This design comes from an exercise in tuning for a short achievable clock period and few clock cycles on the open sky130 flow, not from production work. The RTL was checked by simulation tests, not by an equivalence proof against the original design. No activity file was given, so power comes from the tool's default toggle rates.

==> design/flow/design.v <==
localparam logic [6:0] OPC_OP_IMM = 7'b0010011;
localparam logic [6:0] OPC_LOAD   = 7'b0000011;
localparam logic [6:0] OPC_OP     = 7'b0110011;
localparam logic [6:0] OPC_STORE  = 7'b0100011;
localparam logic [6:0] OPC_BRANCH = 7'b1100011;
localparam logic [6:0] OPC_JAL    = 7'b1101111;
localparam logic [6:0] OPC_JALR   = 7'b1100111;
localparam logic [2:0] F3_ADD_SUB = 3'b000;
localparam logic [2:0] F3_SLL     = 3'b001;
localparam logic [2:0] F3_SLT     = 3'b010;
localparam logic [2:0] F3_SLTU    = 3'b011;
localparam logic [2:0] F3_XOR     = 3'b100;
localparam logic [2:0] F3_SRL_SRA = 3'b101;
localparam logic [2:0] F3_OR      = 3'b110;
localparam logic [2:0] F3_AND     = 3'b111;
localparam logic [2:0] F3_BEQ  = 3'b000;
localparam logic [2:0] F3_BNE  = 3'b001;
localparam logic [2:0] F3_BLT  = 3'b100;
localparam logic [2:0] F3_BGE  = 3'b101;
localparam logic [2:0] F3_BLTU = 3'b110;
localparam logic [2:0] F3_BGEU = 3'b111;
localparam logic [6:0] F7_ALT = 7'b0100000;
localparam logic [31:0] PC_STEP = 32'd4;
localparam logic [3:0] S_FETCH      = 4'd0;
localparam logic [3:0] S_DECODE     = 4'd1;
localparam logic [3:0] S_MEMADR     = 4'd2;
localparam logic [3:0] S_MEMREAD    = 4'd3;
localparam logic [3:0] S_MEMWB      = 4'd4;
localparam logic [3:0] S_EXECUTE_RI = 4'd5;
localparam logic [3:0] S_ALUWB      = 4'd6;
localparam logic [3:0] S_MEMWRITE   = 4'd7;
localparam logic [3:0] S_BRANCH     = 4'd8;
localparam logic [3:0] S_JALR       = 4'd9;
localparam logic [3:0] ALU_ADD  = 4'd0;
localparam logic [3:0] ALU_SUB  = 4'd1;
localparam logic [3:0] ALU_SLL  = 4'd2;
localparam logic [3:0] ALU_SLT  = 4'd3;
localparam logic [3:0] ALU_SLTU = 4'd4;
localparam logic [3:0] ALU_XOR  = 4'd5;
localparam logic [3:0] ALU_SRL  = 4'd6;
localparam logic [3:0] ALU_SRA  = 4'd7;
localparam logic [3:0] ALU_OR   = 4'd8;
localparam logic [3:0] ALU_AND  = 4'd9;
localparam logic [1:0] SRC_A_PC     = 2'd0;
localparam logic [1:0] SRC_A_REG    = 2'd1;
localparam logic [1:0] SRC_A_OLD_PC = 2'd2;
localparam logic [1:0] SRC_A_ZERO   = 2'd3;
localparam logic [1:0] SRC_B_REG  = 2'd0;
localparam logic [1:0] SRC_B_IMM  = 2'd1;
localparam logic [1:0] SRC_B_STEP = 2'd2;
localparam logic [1:0] SRC_B_ZERO = 2'd3;
localparam logic [1:0] RESULT_ALU      = 2'd0;
localparam logic [1:0] RESULT_MEM_DATA = 2'd1;
localparam logic [1:0] RESULT_ALU_LAST = 2'd2;
localparam logic [1:0] RESULT_PC_NEXT  = 2'd3;
localparam logic PC_SRC_NEXT = 1'b0;
localparam logic PC_SRC_JUMP = 1'b1;
localparam logic ADDR_SRC_PC       = 1'b0;
localparam logic ADDR_SRC_ALU_LAST = 1'b1;
`timescale 1ns/1ps
`default_nettype none
module alu (
    input  logic [31:0] a,
    input  logic [31:0] b,
    input  logic [3:0]  op,
    output logic [31:0] result,
    output logic        equal
);
localparam logic [6:0] OPC_OP_IMM = 7'b0010011;
localparam logic [6:0] OPC_LOAD   = 7'b0000011;
localparam logic [6:0] OPC_OP     = 7'b0110011;
localparam logic [6:0] OPC_STORE  = 7'b0100011;
localparam logic [6:0] OPC_BRANCH = 7'b1100011;
localparam logic [6:0] OPC_JAL    = 7'b1101111;
localparam logic [6:0] OPC_JALR   = 7'b1100111;
localparam logic [2:0] F3_ADD_SUB = 3'b000;
localparam logic [2:0] F3_SLL     = 3'b001;
localparam logic [2:0] F3_SLT     = 3'b010;
localparam logic [2:0] F3_SLTU    = 3'b011;
localparam logic [2:0] F3_XOR     = 3'b100;
localparam logic [2:0] F3_SRL_SRA = 3'b101;
localparam logic [2:0] F3_OR      = 3'b110;
localparam logic [2:0] F3_AND     = 3'b111;
localparam logic [2:0] F3_BEQ  = 3'b000;
localparam logic [2:0] F3_BNE  = 3'b001;
localparam logic [2:0] F3_BLT  = 3'b100;
localparam logic [2:0] F3_BGE  = 3'b101;
localparam logic [2:0] F3_BLTU = 3'b110;
localparam logic [2:0] F3_BGEU = 3'b111;
localparam logic [6:0] F7_ALT = 7'b0100000;
localparam logic [31:0] PC_STEP = 32'd4;
localparam logic [3:0] S_FETCH      = 4'd0;
localparam logic [3:0] S_DECODE     = 4'd1;
localparam logic [3:0] S_MEMADR     = 4'd2;
localparam logic [3:0] S_MEMREAD    = 4'd3;
localparam logic [3:0] S_MEMWB      = 4'd4;
localparam logic [3:0] S_EXECUTE_RI = 4'd5;
localparam logic [3:0] S_ALUWB      = 4'd6;
localparam logic [3:0] S_MEMWRITE   = 4'd7;
localparam logic [3:0] S_BRANCH     = 4'd8;
localparam logic [3:0] S_JALR       = 4'd9;
localparam logic [3:0] ALU_ADD  = 4'd0;
localparam logic [3:0] ALU_SUB  = 4'd1;
localparam logic [3:0] ALU_SLL  = 4'd2;
localparam logic [3:0] ALU_SLT  = 4'd3;
localparam logic [3:0] ALU_SLTU = 4'd4;
localparam logic [3:0] ALU_XOR  = 4'd5;
localparam logic [3:0] ALU_SRL  = 4'd6;
localparam logic [3:0] ALU_SRA  = 4'd7;
localparam logic [3:0] ALU_OR   = 4'd8;
localparam logic [3:0] ALU_AND  = 4'd9;
localparam logic [1:0] SRC_A_PC     = 2'd0;
localparam logic [1:0] SRC_A_REG    = 2'd1;
localparam logic [1:0] SRC_A_OLD_PC = 2'd2;
localparam logic [1:0] SRC_A_ZERO   = 2'd3;
localparam logic [1:0] SRC_B_REG  = 2'd0;
localparam logic [1:0] SRC_B_IMM  = 2'd1;
localparam logic [1:0] SRC_B_STEP = 2'd2;
localparam logic [1:0] SRC_B_ZERO = 2'd3;
localparam logic [1:0] RESULT_ALU      = 2'd0;
localparam logic [1:0] RESULT_MEM_DATA = 2'd1;
localparam logic [1:0] RESULT_ALU_LAST = 2'd2;
localparam logic [1:0] RESULT_PC_NEXT  = 2'd3;
localparam logic PC_SRC_NEXT = 1'b0;
localparam logic PC_SRC_JUMP = 1'b1;
localparam logic ADDR_SRC_PC       = 1'b0;
localparam logic ADDR_SRC_ALU_LAST = 1'b1;
    logic [4:0] shamt;
    assign shamt = b[4:0];
    always_comb begin
        case (op)
            ALU_ADD:  result = a + b;
            ALU_SUB:  result = a - b;
            ALU_SLL:  result = a << shamt;
            ALU_SLT:  result = {31'b0, $signed(a) < $signed(b)};
            ALU_SLTU: result = {31'b0, a < b};
            ALU_XOR:  result = a ^ b;
            ALU_SRL:  result = a >> shamt;
            ALU_SRA:  result = $signed(a) >>> shamt;
            ALU_OR:   result = a | b;
            ALU_AND:  result = a & b;
            default:  result = '0;
        endcase
    end
    assign equal = (a == b);
endmodule
`default_nettype wire
`timescale 1ns/1ps
`default_nettype none
module register_file (
    input  logic        clk,
    input  logic        rst,
    input  logic [4:0]  rd_addr0,
    input  logic [4:0]  rd_addr1,
    input  logic        wr_ena,
    input  logic [4:0]  wr_addr,
    input  logic [31:0] wr_data,
    output logic [31:0] rd_data0,
    output logic [31:0] rd_data1
);
    logic [31:0] regs [32];
    always_ff @(posedge clk) begin
        if (rst) begin
            for (int i = 0; i < 32; i++) begin
                regs[i] <= '0;
            end
        end else if (wr_ena && wr_addr != '0) begin
            regs[wr_addr] <= wr_data;
        end
    end
    assign rd_data0 = regs[rd_addr0];
    assign rd_data1 = regs[rd_addr1];
endmodule
`default_nettype wire
`timescale 1ns/1ps
`default_nettype none
module core_control (
    input  logic        clk,
    input  logic        rst,
    output logic        ir_write,
    output logic        pc_old_ena,
    output logic        pc_next_ena,
    output logic        pc_ena,
    output logic        alu_last_ena,
    output logic        mem_data_ena,
    output logic        reg_write,
    output logic [3:0]  alu_op,
    output logic [1:0]  src_a,
    output logic [1:0]  src_b,
    output logic [1:0]  result_src,
    output logic        pc_src,
    output logic        addr_src,
    input  logic [6:0]  op,
    input  logic [2:0]  funct3,
    input  logic [6:0]  funct7,
    input  logic        alu_equal,
    input  logic        alu_lt,
    output logic        mem_wr_ena,
    output logic        instruction_done,
    output logic [31:0] instructions_completed
);
localparam logic [6:0] OPC_OP_IMM = 7'b0010011;
localparam logic [6:0] OPC_LOAD   = 7'b0000011;
localparam logic [6:0] OPC_OP     = 7'b0110011;
localparam logic [6:0] OPC_STORE  = 7'b0100011;
localparam logic [6:0] OPC_BRANCH = 7'b1100011;
localparam logic [6:0] OPC_JAL    = 7'b1101111;
localparam logic [6:0] OPC_JALR   = 7'b1100111;
localparam logic [2:0] F3_ADD_SUB = 3'b000;
localparam logic [2:0] F3_SLL     = 3'b001;
localparam logic [2:0] F3_SLT     = 3'b010;
localparam logic [2:0] F3_SLTU    = 3'b011;
localparam logic [2:0] F3_XOR     = 3'b100;
localparam logic [2:0] F3_SRL_SRA = 3'b101;
localparam logic [2:0] F3_OR      = 3'b110;
localparam logic [2:0] F3_AND     = 3'b111;
localparam logic [2:0] F3_BEQ  = 3'b000;
localparam logic [2:0] F3_BNE  = 3'b001;
localparam logic [2:0] F3_BLT  = 3'b100;
localparam logic [2:0] F3_BGE  = 3'b101;
localparam logic [2:0] F3_BLTU = 3'b110;
localparam logic [2:0] F3_BGEU = 3'b111;
localparam logic [6:0] F7_ALT = 7'b0100000;
localparam logic [31:0] PC_STEP = 32'd4;
localparam logic [3:0] S_FETCH      = 4'd0;
localparam logic [3:0] S_DECODE     = 4'd1;
localparam logic [3:0] S_MEMADR     = 4'd2;
localparam logic [3:0] S_MEMREAD    = 4'd3;
localparam logic [3:0] S_MEMWB      = 4'd4;
localparam logic [3:0] S_EXECUTE_RI = 4'd5;
localparam logic [3:0] S_ALUWB      = 4'd6;
localparam logic [3:0] S_MEMWRITE   = 4'd7;
localparam logic [3:0] S_BRANCH     = 4'd8;
localparam logic [3:0] S_JALR       = 4'd9;
localparam logic [3:0] ALU_ADD  = 4'd0;
localparam logic [3:0] ALU_SUB  = 4'd1;
localparam logic [3:0] ALU_SLL  = 4'd2;
localparam logic [3:0] ALU_SLT  = 4'd3;
localparam logic [3:0] ALU_SLTU = 4'd4;
localparam logic [3:0] ALU_XOR  = 4'd5;
localparam logic [3:0] ALU_SRL  = 4'd6;
localparam logic [3:0] ALU_SRA  = 4'd7;
localparam logic [3:0] ALU_OR   = 4'd8;
localparam logic [3:0] ALU_AND  = 4'd9;
localparam logic [1:0] SRC_A_PC     = 2'd0;
localparam logic [1:0] SRC_A_REG    = 2'd1;
localparam logic [1:0] SRC_A_OLD_PC = 2'd2;
localparam logic [1:0] SRC_A_ZERO   = 2'd3;
localparam logic [1:0] SRC_B_REG  = 2'd0;
localparam logic [1:0] SRC_B_IMM  = 2'd1;
localparam logic [1:0] SRC_B_STEP = 2'd2;
localparam logic [1:0] SRC_B_ZERO = 2'd3;
localparam logic [1:0] RESULT_ALU      = 2'd0;
localparam logic [1:0] RESULT_MEM_DATA = 2'd1;
localparam logic [1:0] RESULT_ALU_LAST = 2'd2;
localparam logic [1:0] RESULT_PC_NEXT  = 2'd3;
localparam logic PC_SRC_NEXT = 1'b0;
localparam logic PC_SRC_JUMP = 1'b1;
localparam logic ADDR_SRC_PC       = 1'b0;
localparam logic ADDR_SRC_ALU_LAST = 1'b1;
    logic [3:0] state;
    logic [3:0] state_next;
    logic [3:0] ri_alu_op;
    logic       is_jump;
    logic       branch_unsigned;
    logic       branch_take;
    always_ff @(posedge clk) begin
        if (rst) begin
            state <= S_FETCH;
        end else begin
            state <= state_next;
        end
    end
    always_comb begin
        state_next = S_FETCH;
        case (state)
            S_FETCH: state_next = S_DECODE;
            S_DECODE: begin
                case (op)
                    OPC_LOAD, OPC_STORE: state_next = S_MEMADR;
                    OPC_OP, OPC_OP_IMM:  state_next = S_EXECUTE_RI;
                    OPC_BRANCH:          state_next = S_BRANCH;
                    OPC_JAL:             state_next = S_ALUWB;
                    OPC_JALR:            state_next = S_JALR;
                    default:             state_next = S_FETCH;
                endcase
            end
            S_MEMADR: state_next = (op == OPC_LOAD) ? S_MEMREAD : S_MEMWRITE;
            S_MEMREAD: state_next = S_MEMWB;
            S_EXECUTE_RI, S_JALR: state_next = S_ALUWB;
            default: state_next = S_FETCH;
        endcase
    end
    assign instruction_done = (state != S_FETCH) && (state_next == S_FETCH);
    always_ff @(posedge clk) begin
        if (rst) begin
            instructions_completed <= '0;
        end else if (instruction_done) begin
            instructions_completed <= instructions_completed + 32'd1;
        end
    end
    always_comb begin
        case (funct3)
            F3_ADD_SUB: begin
                if (op == OPC_OP && funct7 == F7_ALT) begin
                    ri_alu_op = ALU_SUB;
                end else begin
                    ri_alu_op = ALU_ADD;
                end
            end
            F3_SLL:     ri_alu_op = ALU_SLL;
            F3_SLT:     ri_alu_op = ALU_SLT;
            F3_SLTU:    ri_alu_op = ALU_SLTU;
            F3_XOR:     ri_alu_op = ALU_XOR;
            F3_SRL_SRA: ri_alu_op = (funct7 == F7_ALT) ? ALU_SRA : ALU_SRL;
            F3_OR:      ri_alu_op = ALU_OR;
            default:    ri_alu_op = ALU_AND;
        endcase
    end
    always_comb begin
        branch_unsigned = (funct3 == F3_BLTU) || (funct3 == F3_BGEU);
        case (funct3)
            F3_BEQ:  branch_take = alu_equal;
            F3_BNE:  branch_take = !alu_equal;
            F3_BLT:  branch_take = alu_lt;
            F3_BGE:  branch_take = !alu_lt;
            F3_BLTU: branch_take = alu_lt;
            F3_BGEU: branch_take = !alu_lt;
            default: branch_take = 1'b0;
        endcase
    end
    assign is_jump = (op == OPC_JAL) || (op == OPC_JALR);
    always_comb begin
        ir_write     = 1'b0;
        pc_old_ena   = 1'b0;
        pc_next_ena  = 1'b0;
        pc_ena       = 1'b0;
        alu_last_ena = 1'b0;
        mem_data_ena = 1'b0;
        reg_write    = 1'b0;
        mem_wr_ena   = 1'b0;
        alu_op       = ALU_ADD;
        src_a        = SRC_A_PC;
        src_b        = SRC_B_STEP;
        result_src   = RESULT_ALU_LAST;
        pc_src       = PC_SRC_NEXT;
        addr_src     = ADDR_SRC_PC;
        case (state)
            S_FETCH: begin
                ir_write    = 1'b1;
                pc_old_ena  = 1'b1;
                pc_next_ena = 1'b1;
            end
            S_DECODE: begin
                src_a        = SRC_A_OLD_PC;
                src_b        = SRC_B_IMM;
                alu_last_ena = 1'b1;
            end
            S_MEMADR, S_JALR: begin
                src_a        = SRC_A_REG;
                src_b        = SRC_B_IMM;
                alu_last_ena = 1'b1;
            end
            S_MEMREAD: begin
                addr_src     = ADDR_SRC_ALU_LAST;
                mem_data_ena = 1'b1;
            end
            S_MEMWB: begin
                result_src = RESULT_MEM_DATA;
                reg_write  = 1'b1;
                pc_ena     = 1'b1;
            end
            S_MEMWRITE: begin
                addr_src   = ADDR_SRC_ALU_LAST;
                mem_wr_ena = 1'b1;
                pc_ena     = 1'b1;
            end
            S_EXECUTE_RI: begin
                alu_op       = ri_alu_op;
                src_a        = SRC_A_REG;
                src_b        = (op == OPC_OP_IMM) ? SRC_B_IMM : SRC_B_REG;
                alu_last_ena = 1'b1;
            end
            S_ALUWB: begin
                reg_write = 1'b1;
                pc_ena    = 1'b1;
                if (is_jump) begin
                    result_src = RESULT_PC_NEXT;
                    pc_src     = PC_SRC_JUMP;
                end
            end
            S_BRANCH: begin
                alu_op = branch_unsigned ? ALU_SLTU : ALU_SLT;
                src_a  = SRC_A_REG;
                src_b  = SRC_B_REG;
                pc_ena = 1'b1;
                pc_src = branch_take ? PC_SRC_JUMP : PC_SRC_NEXT;
            end
            default: begin
                pc_src = PC_SRC_NEXT;
            end
        endcase
    end
endmodule
`default_nettype wire
`timescale 1ns/1ps
`default_nettype none
module core_datapath #(
    parameter logic [31:0] RESET_PC = '0
) (
    input  logic        clk,
    input  logic        rst,
    input  logic [31:0] mem_rd_data,
    input  logic        ir_write,
    input  logic        pc_old_ena,
    input  logic        pc_next_ena,
    input  logic        pc_ena,
    input  logic        alu_last_ena,
    input  logic        mem_data_ena,
    input  logic        reg_write,
    input  logic [3:0]  alu_op,
    input  logic [1:0]  src_a,
    input  logic [1:0]  src_b,
    input  logic [1:0]  result_src,
    input  logic        pc_src,
    input  logic        addr_src,
    output logic [6:0]  op,
    output logic [2:0]  funct3,
    output logic [6:0]  funct7,
    output logic        alu_equal,
    output logic        alu_lt,
    output logic [31:0] mem_addr,
    output logic [31:0] mem_wr_data,
    output logic [31:0] pc,
    output logic [4:0]  rs1,
    output logic [4:0]  rs2,
    output logic [4:0]  rd,
    output logic [31:0] rf_wr_data,
    output logic        rf_wr_ena,
    input  logic [31:0] rs1_data,
    input  logic [31:0] rs2_data
);
localparam logic [6:0] OPC_OP_IMM = 7'b0010011;
localparam logic [6:0] OPC_LOAD   = 7'b0000011;
localparam logic [6:0] OPC_OP     = 7'b0110011;
localparam logic [6:0] OPC_STORE  = 7'b0100011;
localparam logic [6:0] OPC_BRANCH = 7'b1100011;
localparam logic [6:0] OPC_JAL    = 7'b1101111;
localparam logic [6:0] OPC_JALR   = 7'b1100111;
localparam logic [2:0] F3_ADD_SUB = 3'b000;
localparam logic [2:0] F3_SLL     = 3'b001;
localparam logic [2:0] F3_SLT     = 3'b010;
localparam logic [2:0] F3_SLTU    = 3'b011;
localparam logic [2:0] F3_XOR     = 3'b100;
localparam logic [2:0] F3_SRL_SRA = 3'b101;
localparam logic [2:0] F3_OR      = 3'b110;
localparam logic [2:0] F3_AND     = 3'b111;
localparam logic [2:0] F3_BEQ  = 3'b000;
localparam logic [2:0] F3_BNE  = 3'b001;
localparam logic [2:0] F3_BLT  = 3'b100;
localparam logic [2:0] F3_BGE  = 3'b101;
localparam logic [2:0] F3_BLTU = 3'b110;
localparam logic [2:0] F3_BGEU = 3'b111;
localparam logic [6:0] F7_ALT = 7'b0100000;
localparam logic [31:0] PC_STEP = 32'd4;
localparam logic [3:0] S_FETCH      = 4'd0;
localparam logic [3:0] S_DECODE     = 4'd1;
localparam logic [3:0] S_MEMADR     = 4'd2;
localparam logic [3:0] S_MEMREAD    = 4'd3;
localparam logic [3:0] S_MEMWB      = 4'd4;
localparam logic [3:0] S_EXECUTE_RI = 4'd5;
localparam logic [3:0] S_ALUWB      = 4'd6;
localparam logic [3:0] S_MEMWRITE   = 4'd7;
localparam logic [3:0] S_BRANCH     = 4'd8;
localparam logic [3:0] S_JALR       = 4'd9;
localparam logic [3:0] ALU_ADD  = 4'd0;
localparam logic [3:0] ALU_SUB  = 4'd1;
localparam logic [3:0] ALU_SLL  = 4'd2;
localparam logic [3:0] ALU_SLT  = 4'd3;
localparam logic [3:0] ALU_SLTU = 4'd4;
localparam logic [3:0] ALU_XOR  = 4'd5;
localparam logic [3:0] ALU_SRL  = 4'd6;
localparam logic [3:0] ALU_SRA  = 4'd7;
localparam logic [3:0] ALU_OR   = 4'd8;
localparam logic [3:0] ALU_AND  = 4'd9;
localparam logic [1:0] SRC_A_PC     = 2'd0;
localparam logic [1:0] SRC_A_REG    = 2'd1;
localparam logic [1:0] SRC_A_OLD_PC = 2'd2;
localparam logic [1:0] SRC_A_ZERO   = 2'd3;
localparam logic [1:0] SRC_B_REG  = 2'd0;
localparam logic [1:0] SRC_B_IMM  = 2'd1;
localparam logic [1:0] SRC_B_STEP = 2'd2;
localparam logic [1:0] SRC_B_ZERO = 2'd3;
localparam logic [1:0] RESULT_ALU      = 2'd0;
localparam logic [1:0] RESULT_MEM_DATA = 2'd1;
localparam logic [1:0] RESULT_ALU_LAST = 2'd2;
localparam logic [1:0] RESULT_PC_NEXT  = 2'd3;
localparam logic PC_SRC_NEXT = 1'b0;
localparam logic PC_SRC_JUMP = 1'b1;
localparam logic ADDR_SRC_PC       = 1'b0;
localparam logic ADDR_SRC_ALU_LAST = 1'b1;
    logic [31:0] ir;
    logic [31:0] pc_old;
    logic [31:0] pc_next_instr;
    logic [31:0] pc_next;
    logic [31:0] alu_last;
    logic [31:0] mem_data;
    logic [31:0] reg_a;
    logic [31:0] reg_b;
    logic [31:0] imm;
    logic [31:0] alu_a;
    logic [31:0] alu_b;
    logic [31:0] alu_result;
    assign op     = ir[6:0];
    assign rd     = ir[11:7];
    assign funct3 = ir[14:12];
    assign rs1    = ir[19:15];
    assign rs2    = ir[24:20];
    assign funct7 = ir[31:25];
    always_comb begin
        case (op)
            OPC_STORE:  imm = {{20{ir[31]}}, ir[31:25], ir[11:7]};
            OPC_BRANCH: imm = {{20{ir[31]}}, ir[7], ir[30:25], ir[11:8], 1'b0};
            OPC_JAL:    imm = {{12{ir[31]}}, ir[19:12], ir[20], ir[30:21], 1'b0};
            default:    imm = {{20{ir[31]}}, ir[31:20]};
        endcase
    end
    always_ff @(posedge clk) begin
        if (rst) begin
            pc <= RESET_PC;
        end else if (pc_ena) begin
            pc <= pc_next;
        end
    end
    always_ff @(posedge clk) begin
        if (ir_write) begin
            ir <= mem_rd_data;
        end
        if (pc_old_ena) begin
            pc_old <= pc;
        end
        if (pc_next_ena) begin
            pc_next_instr <= alu_result;
        end
        if (alu_last_ena) begin
            alu_last <= (op == OPC_JALR) ? {alu_result[31:1], 1'b0} : alu_result;
        end
        if (mem_data_ena) begin
            mem_data <= mem_rd_data;
        end
        reg_a <= rs1_data;
        reg_b <= rs2_data;
    end
    always_comb begin
        case (src_a)
            SRC_A_PC:     alu_a = pc;
            SRC_A_REG:    alu_a = reg_a;
            SRC_A_OLD_PC: alu_a = pc_old;
            default:      alu_a = '0;
        endcase
        case (src_b)
            SRC_B_REG:  alu_b = reg_b;
            SRC_B_IMM:  alu_b = imm;
            SRC_B_STEP: alu_b = PC_STEP;
            default:    alu_b = '0;
        endcase
    end
    alu u_alu (
        .a      (alu_a),
        .b      (alu_b),
        .op     (alu_op),
        .result (alu_result),
        .equal  (alu_equal)
    );
    assign alu_lt = alu_result[0];
    always_comb begin
        case (result_src)
            RESULT_ALU:      rf_wr_data = alu_result;
            RESULT_MEM_DATA: rf_wr_data = mem_data;
            RESULT_ALU_LAST: rf_wr_data = alu_last;
            default:         rf_wr_data = pc_next_instr;
        endcase
    end
    assign rf_wr_ena   = reg_write;
    assign pc_next     = (pc_src == PC_SRC_JUMP) ? alu_last : pc_next_instr;
    assign mem_addr    = (addr_src == ADDR_SRC_ALU_LAST) ? alu_last : pc;
    assign mem_wr_data = reg_b;
endmodule
`default_nettype wire
`timescale 1ns/1ps
`default_nettype none
module rv32_mini_core #(
    parameter logic [31:0] RESET_PC = '0
) (
    input  logic        clk,
    input  logic        rst,
    input  logic [31:0] mem_rd_data,
    output logic [31:0] mem_addr,
    output logic [31:0] mem_wr_data,
    output logic        mem_wr_ena,
    output logic [31:0] pc,
    output logic [31:0] instructions_completed,
    output logic        instruction_done
);
    logic [4:0]  rs1;
    logic [4:0]  rs2;
    logic [4:0]  rd;
    logic [31:0] rs1_data;
    logic [31:0] rs2_data;
    logic [31:0] rf_wr_data;
    logic        rf_wr_ena;
    logic        ir_write;
    logic        pc_old_ena;
    logic        pc_next_ena;
    logic        pc_ena;
    logic        alu_last_ena;
    logic        mem_data_ena;
    logic        reg_write;
    logic [3:0]  alu_op;
    logic [1:0]  src_a;
    logic [1:0]  src_b;
    logic [1:0]  result_src;
    logic        pc_src;
    logic        addr_src;
    logic [6:0]  op;
    logic [2:0]  funct3;
    logic [6:0]  funct7;
    logic        alu_equal;
    logic        alu_lt;
    core_control u_control (
        .clk                    (clk),
        .rst                    (rst),
        .ir_write               (ir_write),
        .pc_old_ena             (pc_old_ena),
        .pc_next_ena            (pc_next_ena),
        .pc_ena                 (pc_ena),
        .alu_last_ena           (alu_last_ena),
        .mem_data_ena           (mem_data_ena),
        .reg_write              (reg_write),
        .alu_op                 (alu_op),
        .src_a                  (src_a),
        .src_b                  (src_b),
        .result_src             (result_src),
        .pc_src                 (pc_src),
        .addr_src               (addr_src),
        .op                     (op),
        .funct3                 (funct3),
        .funct7                 (funct7),
        .alu_equal              (alu_equal),
        .alu_lt                 (alu_lt),
        .mem_wr_ena             (mem_wr_ena),
        .instruction_done       (instruction_done),
        .instructions_completed (instructions_completed)
    );
    core_datapath #(
        .RESET_PC (RESET_PC)
    ) u_datapath (
        .clk           (clk),
        .rst           (rst),
        .mem_rd_data   (mem_rd_data),
        .ir_write      (ir_write),
        .pc_old_ena    (pc_old_ena),
        .pc_next_ena   (pc_next_ena),
        .pc_ena        (pc_ena),
        .alu_last_ena  (alu_last_ena),
        .mem_data_ena  (mem_data_ena),
        .reg_write     (reg_write),
        .alu_op        (alu_op),
        .src_a         (src_a),
        .src_b         (src_b),
        .result_src    (result_src),
        .pc_src        (pc_src),
        .addr_src      (addr_src),
        .op            (op),
        .funct3        (funct3),
        .funct7        (funct7),
        .alu_equal     (alu_equal),
        .alu_lt        (alu_lt),
        .mem_addr      (mem_addr),
        .mem_wr_data   (mem_wr_data),
        .pc            (pc),
        .rs1           (rs1),
        .rs2           (rs2),
        .rd            (rd),
        .rf_wr_data    (rf_wr_data),
        .rf_wr_ena     (rf_wr_ena),
        .rs1_data      (rs1_data),
        .rs2_data      (rs2_data)
    );
    register_file u_register_file (
        .clk      (clk),
        .rst      (rst),
        .rd_addr0 (rs1),
        .rd_addr1 (rs2),
        .wr_ena   (rf_wr_ena),
        .wr_addr  (rd),
        .wr_data  (rf_wr_data),
        .rd_data0 (rs1_data),
        .rd_data1 (rs2_data)
    );
endmodule
`default_nettype wire
==> design/flow/run.sh <==
#!/bin/bash
# synth_recipe.tcl (not shown) runs the flow's synth.tcl, then flattens the netlist and writes it again
# the make line also repeats each setting of config.mk as NAME=value (left out here)
make -C /OpenROAD-flow-scripts/flow DESIGN_CONFIG=/design/flow/config.mk WORK_HOME=/design/flow/orfs CLKGATE_MAP_FILE= SYNTH_SCRIPT=/design/flow/synth_recipe.tcl finish
==> design/flow/config.mk <==
export PLATFORM = sky130hd
export DESIGN_NAME = rv32_mini_core
export DESIGN_NICKNAME = rv32_mini_core
export VERILOG_FILES = /design/flow/design.v
export SDC_FILE = /design/flow/constraint.sdc
export NUM_CORES = 4
export LEC_CHECK = 0
export CAP_MARGIN = 20
export CORE_MARGIN = 2
export CORE_UTILIZATION = 40
export SLEW_MARGIN = 20
==> design/flow/constraint.sdc <==
create_clock -name core_clock -period 7.5 [get_ports {clk}]
set_input_delay 1.5000 -clock core_clock [delete_from_list [all_inputs] [get_ports {clk}]]
set_output_delay 1.5000 -clock core_clock [all_outputs]
set_load 0.01 [all_outputs]
==> results.txt <==
==> stage by stage <==
stage	std cells	setup WS [ps]	power (mW)	utilization [%]
after floorplan	5405	1060	10.9	-
after global placement	7573	772	12.4	42.9
after detailed placement	7573	636	12.4	42.9
after CTS	7837	559	19.5	45.6
after global routing	7839	176	20.0	45.6
final	7842	656	19.5	45.6
==> cell usage after synthesis, types with 26 or more instances <==
master / number
sky130_fd_sc_hd__a22o_1: 33
sky130_fd_sc_hd__clkbuf_1: 428
sky130_fd_sc_hd__a211oi_1: 27
sky130_fd_sc_hd__buf_1: 68
sky130_fd_sc_hd__nand4_1: 45
sky130_fd_sc_hd__inv_1: 99
sky130_fd_sc_hd__nor3_1: 51
sky130_fd_sc_hd__dfxtp_1: 132
sky130_fd_sc_hd__ha_1: 98
sky130_fd_sc_hd__nor2_1: 1196
sky130_fd_sc_hd__o22ai_1: 26
sky130_fd_sc_hd__and2_1: 44
sky130_fd_sc_hd__o211ai_1: 29
sky130_fd_sc_hd__edfxtp_1: 1184
sky130_fd_sc_hd__xnor2_1: 29
sky130_fd_sc_hd__o21ai_0: 101
sky130_fd_sc_hd__a221o_1: 35
sky130_fd_sc_hd__nand3_1: 46
sky130_fd_sc_hd__mux2_2: 120
sky130_fd_sc_hd__a21oi_1: 185
sky130_fd_sc_hd__o211ai_2: 30
sky130_fd_sc_hd__mux4_2: 644
sky130_fd_sc_hd__nand2_1: 260
sky130_fd_sc_hd__nand2b_1: 44
sky130_fd_sc_hd__mux2i_1: 118
==> path summary, 6_finish.rpt <==
check                                                       endpoint  slack, ps  cells after the start
worst max-delay path                                u_datapath.pc[1]        660                     18
worst max register to register                      u_datapath.pc[1]        660                     18
worst min register to register  u_control.instructions_completed[31]        490                      2
worst min-delay path            u_control.instructions_completed[31]        490                      2
==> per-layer routing <==
metal | track usage (%) | vias to the layer above
li1 | - | 20510
met2 | 44.4 | 3074
met5 | 0 | -
met3 | 6.55 | 544
met1 | 37.8 | 26156
met4 | 11.9 | 0
==> kinds of logic (layout without fill, tap and decap cells) <==
group / after synthesis / count (layout) / synth area share, %
AO/OA/AOI/OAI: 640 / 640 / 6.37
buffers and inverters: 614 / 706 / 3.32
flip-flops: 1316 / 1316 / 53.6
XOR/XNOR: 47 / 47 / 0.578
multiplexers: 884 / 884 / 23.9
other: 1 / 37 / 0.00526
AND/OR/NAND/NOR: 1772 / 1772 / 10.4
adder cells (fa/ha/maj): 100 / 100 / 1.78
==> sequential cells by signal (all words and copies together) (netlist names) <==
signal                            flops
u_datapath.ir                        32
u_datapath.reg_b                     32
u_datapath.pc                        32
u_datapath.alu_last                  32
u_register_file.regs               1024
u_datapath.pc_old                    32
u_control.state                       4
u_control.instructions_completed     32
u_datapath.mem_data                  32
u_datapath.pc_next_instr             32
u_datapath.reg_a                     32
==> worst max-delay path, cell delays in order, from the launching register on <==
cell                        delay (ps)
sky130_fd_sc_hd__dfxtp_1           760
sky130_fd_sc_hd__inv_1             150
sky130_fd_sc_hd__nor4_1            510
sky130_fd_sc_hd__nor2_2            240
sky130_fd_sc_hd__a222oi_1          820
sky130_fd_sc_hd__inv_1             340
sky130_fd_sc_hd__fa_1              490
sky130_fd_sc_hd__nor2b_1           140
sky130_fd_sc_hd__o21a_1            180
sky130_fd_sc_hd__o21ai_0           290
sky130_fd_sc_hd__a21oi_1           190
sky130_fd_sc_hd__o41ai_1           340
sky130_fd_sc_hd__buf_4             220
sky130_fd_sc_hd__nor2_1             60
sky130_fd_sc_hd__a2111oi_0         600
sky130_fd_sc_hd__and2_1            320
sky130_fd_sc_hd__o41a_1            220
sky130_fd_sc_hd__and2_4            600
sky130_fd_sc_hd__o211ai_1          190
==> area by class of cell <==
type / count / share of cell area, %
inverter: 101 / 0.471
sequential: 1316 / 47.5
tap: 2340 / 3.64
timing repair buffer: 341 / 3.78
multi-input combinational: 3475 / 38.8
antenna: 5 / 0.0155
clock inverter: 73 / 0.961
clock buffer: 191 / 4.86
==> power by group <==
| group | internal (mW) | switching (mW) | total (mW) |
|---|---|---|---|
| Sequential | 8.40 | 0.436 | 8.84 |
| Clock | 4.05 | 3.05 | 7.10 |
| Combinational | 1.39 | 2.14 | 3.53 |
| Total | 13.8 | 5.63 | 19.5 |
==> implementation parameters <==
Parameter                              Value

Run status
  Status  no timing/DRC/antenna violations

Routing
  DRC marker count from the first detailed-route iteration    a little over 7000
  Number of remaining DRC errors    0
  Routed wire length    roughly 260000 µm
  Antenna Violating Nets Remaining    0
  Count of vias placed by the detailed router    50284
  Met2 Wirelength    121000 µm
  Post-route met1 wirelength    99000 µm
  First-pass DRT Iterations    6
  Uppermost metal layer occupied by signal nets    met4
  Vias per cell    6.41
  Routed wl met3    roughly 28000 µm
  Avg WL per Cell    33.2 µm

Final layout
  Commonest non-fill, non-tap cell in the layout    sky130_fd_sc_hd__nor2_1
  Reg area    38200 µm²
  Fraction of final layout cells sized beyond drive strength 1    23.8%
  Layout Area Growth over Synthesis    12.9%
  Multi-input combinational cell area    31200 µm²
  Highest-count cells in the layout ignoring fill and taps    sky130_fd_sc_hd__nor2_1, sky130_fd_sc_hd__edfxtp_1, sky130_fd_sc_hd__mux4_2
  Summed area of non-filler cells in the final layout    80500 µm²
  Filler cells    15808
  Layout Nets    5513

Place
  PortBufs    163
  Half-perimeter wire length after detailed placement    167000 µm
  Total placed instance area    75800 µm²
  Final RePlAce weighted congestion    0.983

Clock tree
  Clock insertion delay at the later pin of the skew report    790 ps
  CTS clk-pin slew, worst paths    60 ps
  Post-CTS Repair Setup Buffers    0
  CTS Buffer Depth    3
  Clock sinks    1316
  Root buffer cell    sky130_fd_sc_hd__clkbuf_16
  TritonCTS clock tree    done
  Total number of H-tree levels    4
  Resize count post-CTS    0
  Total CTS buffers    144
  Hold bufs inserted after CTS    0

Timing
  Final hold violations    0
  Slew HR    20.8%
  Final TNS setup    0 ps
  Setup Skew    about 54 ps
  Fraction of the cycle the final worst path needs    91.3%
  RSZ-0062 raised after global routing    no
  Tmin final    6840 ps
  Setup violation total in the final timing report    0
  Highest clock rate    146 MHz
  WHS    between 400 and 500 ps
  Transition time at the pin with the least slew margin    1190 ps
  Final slew viol count    0

Power and ir drop
  Power density normalized to cell area    242 nW/µm²
  Static power due to leakage    roughly 28 nW
  Maximum VDD drop    0.000245 V

Global routing
  Wire length of the first global-routing pass    366000 µm
  Number of global-route vias before repair    49046
  Overflow after GRT    0
  Pin count of the biggest net entering global routing    146
  Total global-route track usage    28.3%
  Initial antenna violation count    12

Synth
  Share of synthesized registers carrying an async set or reset    0%
  Post-synth cell types    93
  Most frequently used flop master after synthesis    sky130_fd_sc_hd__edfxtp_1
  Mean instance size in the synthesized netlist    approximately 13 µm²
  Ys Warns    4
  Leading post-synthesis cells by cell area    sky130_fd_sc_hd__edfxtp_1, sky130_fd_sc_hd__mux4_2, sky130_fd_sc_hd__nor2_1, sky130_fd_sc_hd__dfxtp_1, sky130_fd_sc_hd__clkbuf_1
  Post-synth EDFFs    between 1000 and 1500
  Portion of the post-synthesis area used by sequential elements    between 50% and 60%
  Area share of the largest cell type after synthesis    49.9%
  Biggest area consumer among synthesized cells    sky130_fd_sc_hd__edfxtp_1
  Combined area of all synthesized cells    slightly above 70000 µm²
  Post-synthesis instance total    5374
  Number of flip-flops and latches in the synthesized netlist    roughly 1300

Setup path
  Setup crit start kind    register
  Max FO, Critical Path    32
  Type of destination of the critical path    register
  Kind of critical path    register to register
  CP Launch Point    u_control.state[1]
  WP data required    8110 ps
  Reg2Reg Launch Point    u_control.state[1]
  Data arrival, critical path    7460 ps

Die
  Full die area    182000 µm²
  Site row count    154
  Core box area    176000 µm²
  Starting density of the core    40.4%
  X dimension of the die    ~430 µm
  # IOs    164
  Floorplan die height    426 µm

Min path
  Path class of the lowest-slack min-delay path    register to register
  Launch instance of the worst min-delay path    u_control.instructions_completed[31]

Flow run
  Number of violations of the max-capacitance limit    0
Testbench counts, summed over its fixed seeds: cycles 128,501.

[afterwards: timing with drivers on the ports]
The flow's constraints put no driver on any port. The routed layout listed below was extracted and timed again, unchanged, in two steps.
Step 1 sets driving cells, clkbuf_16 on the clock port and buf_2 on the other inputs (assumed; they add their load-dependent delay and slew).
Step 2 also shifts input and output timing later by t, the mid clock arrival at the registers, as if the neighbouring blocks saw the same clock.
a / b / c = ideal ports / drivers / drivers and shift; a / b = the first two.
shift t [ns]: 0.846
setup slack, ns: 0.656 / 0.656 / 0.656
worst slew at a driven data input, ns: 0.14
cell pins on the clock port's net: 1
After both steps this run still meets setup and hold. The setup slack of this run moves by 0.000 ns with the drivers and by 0.000 ns with both steps.
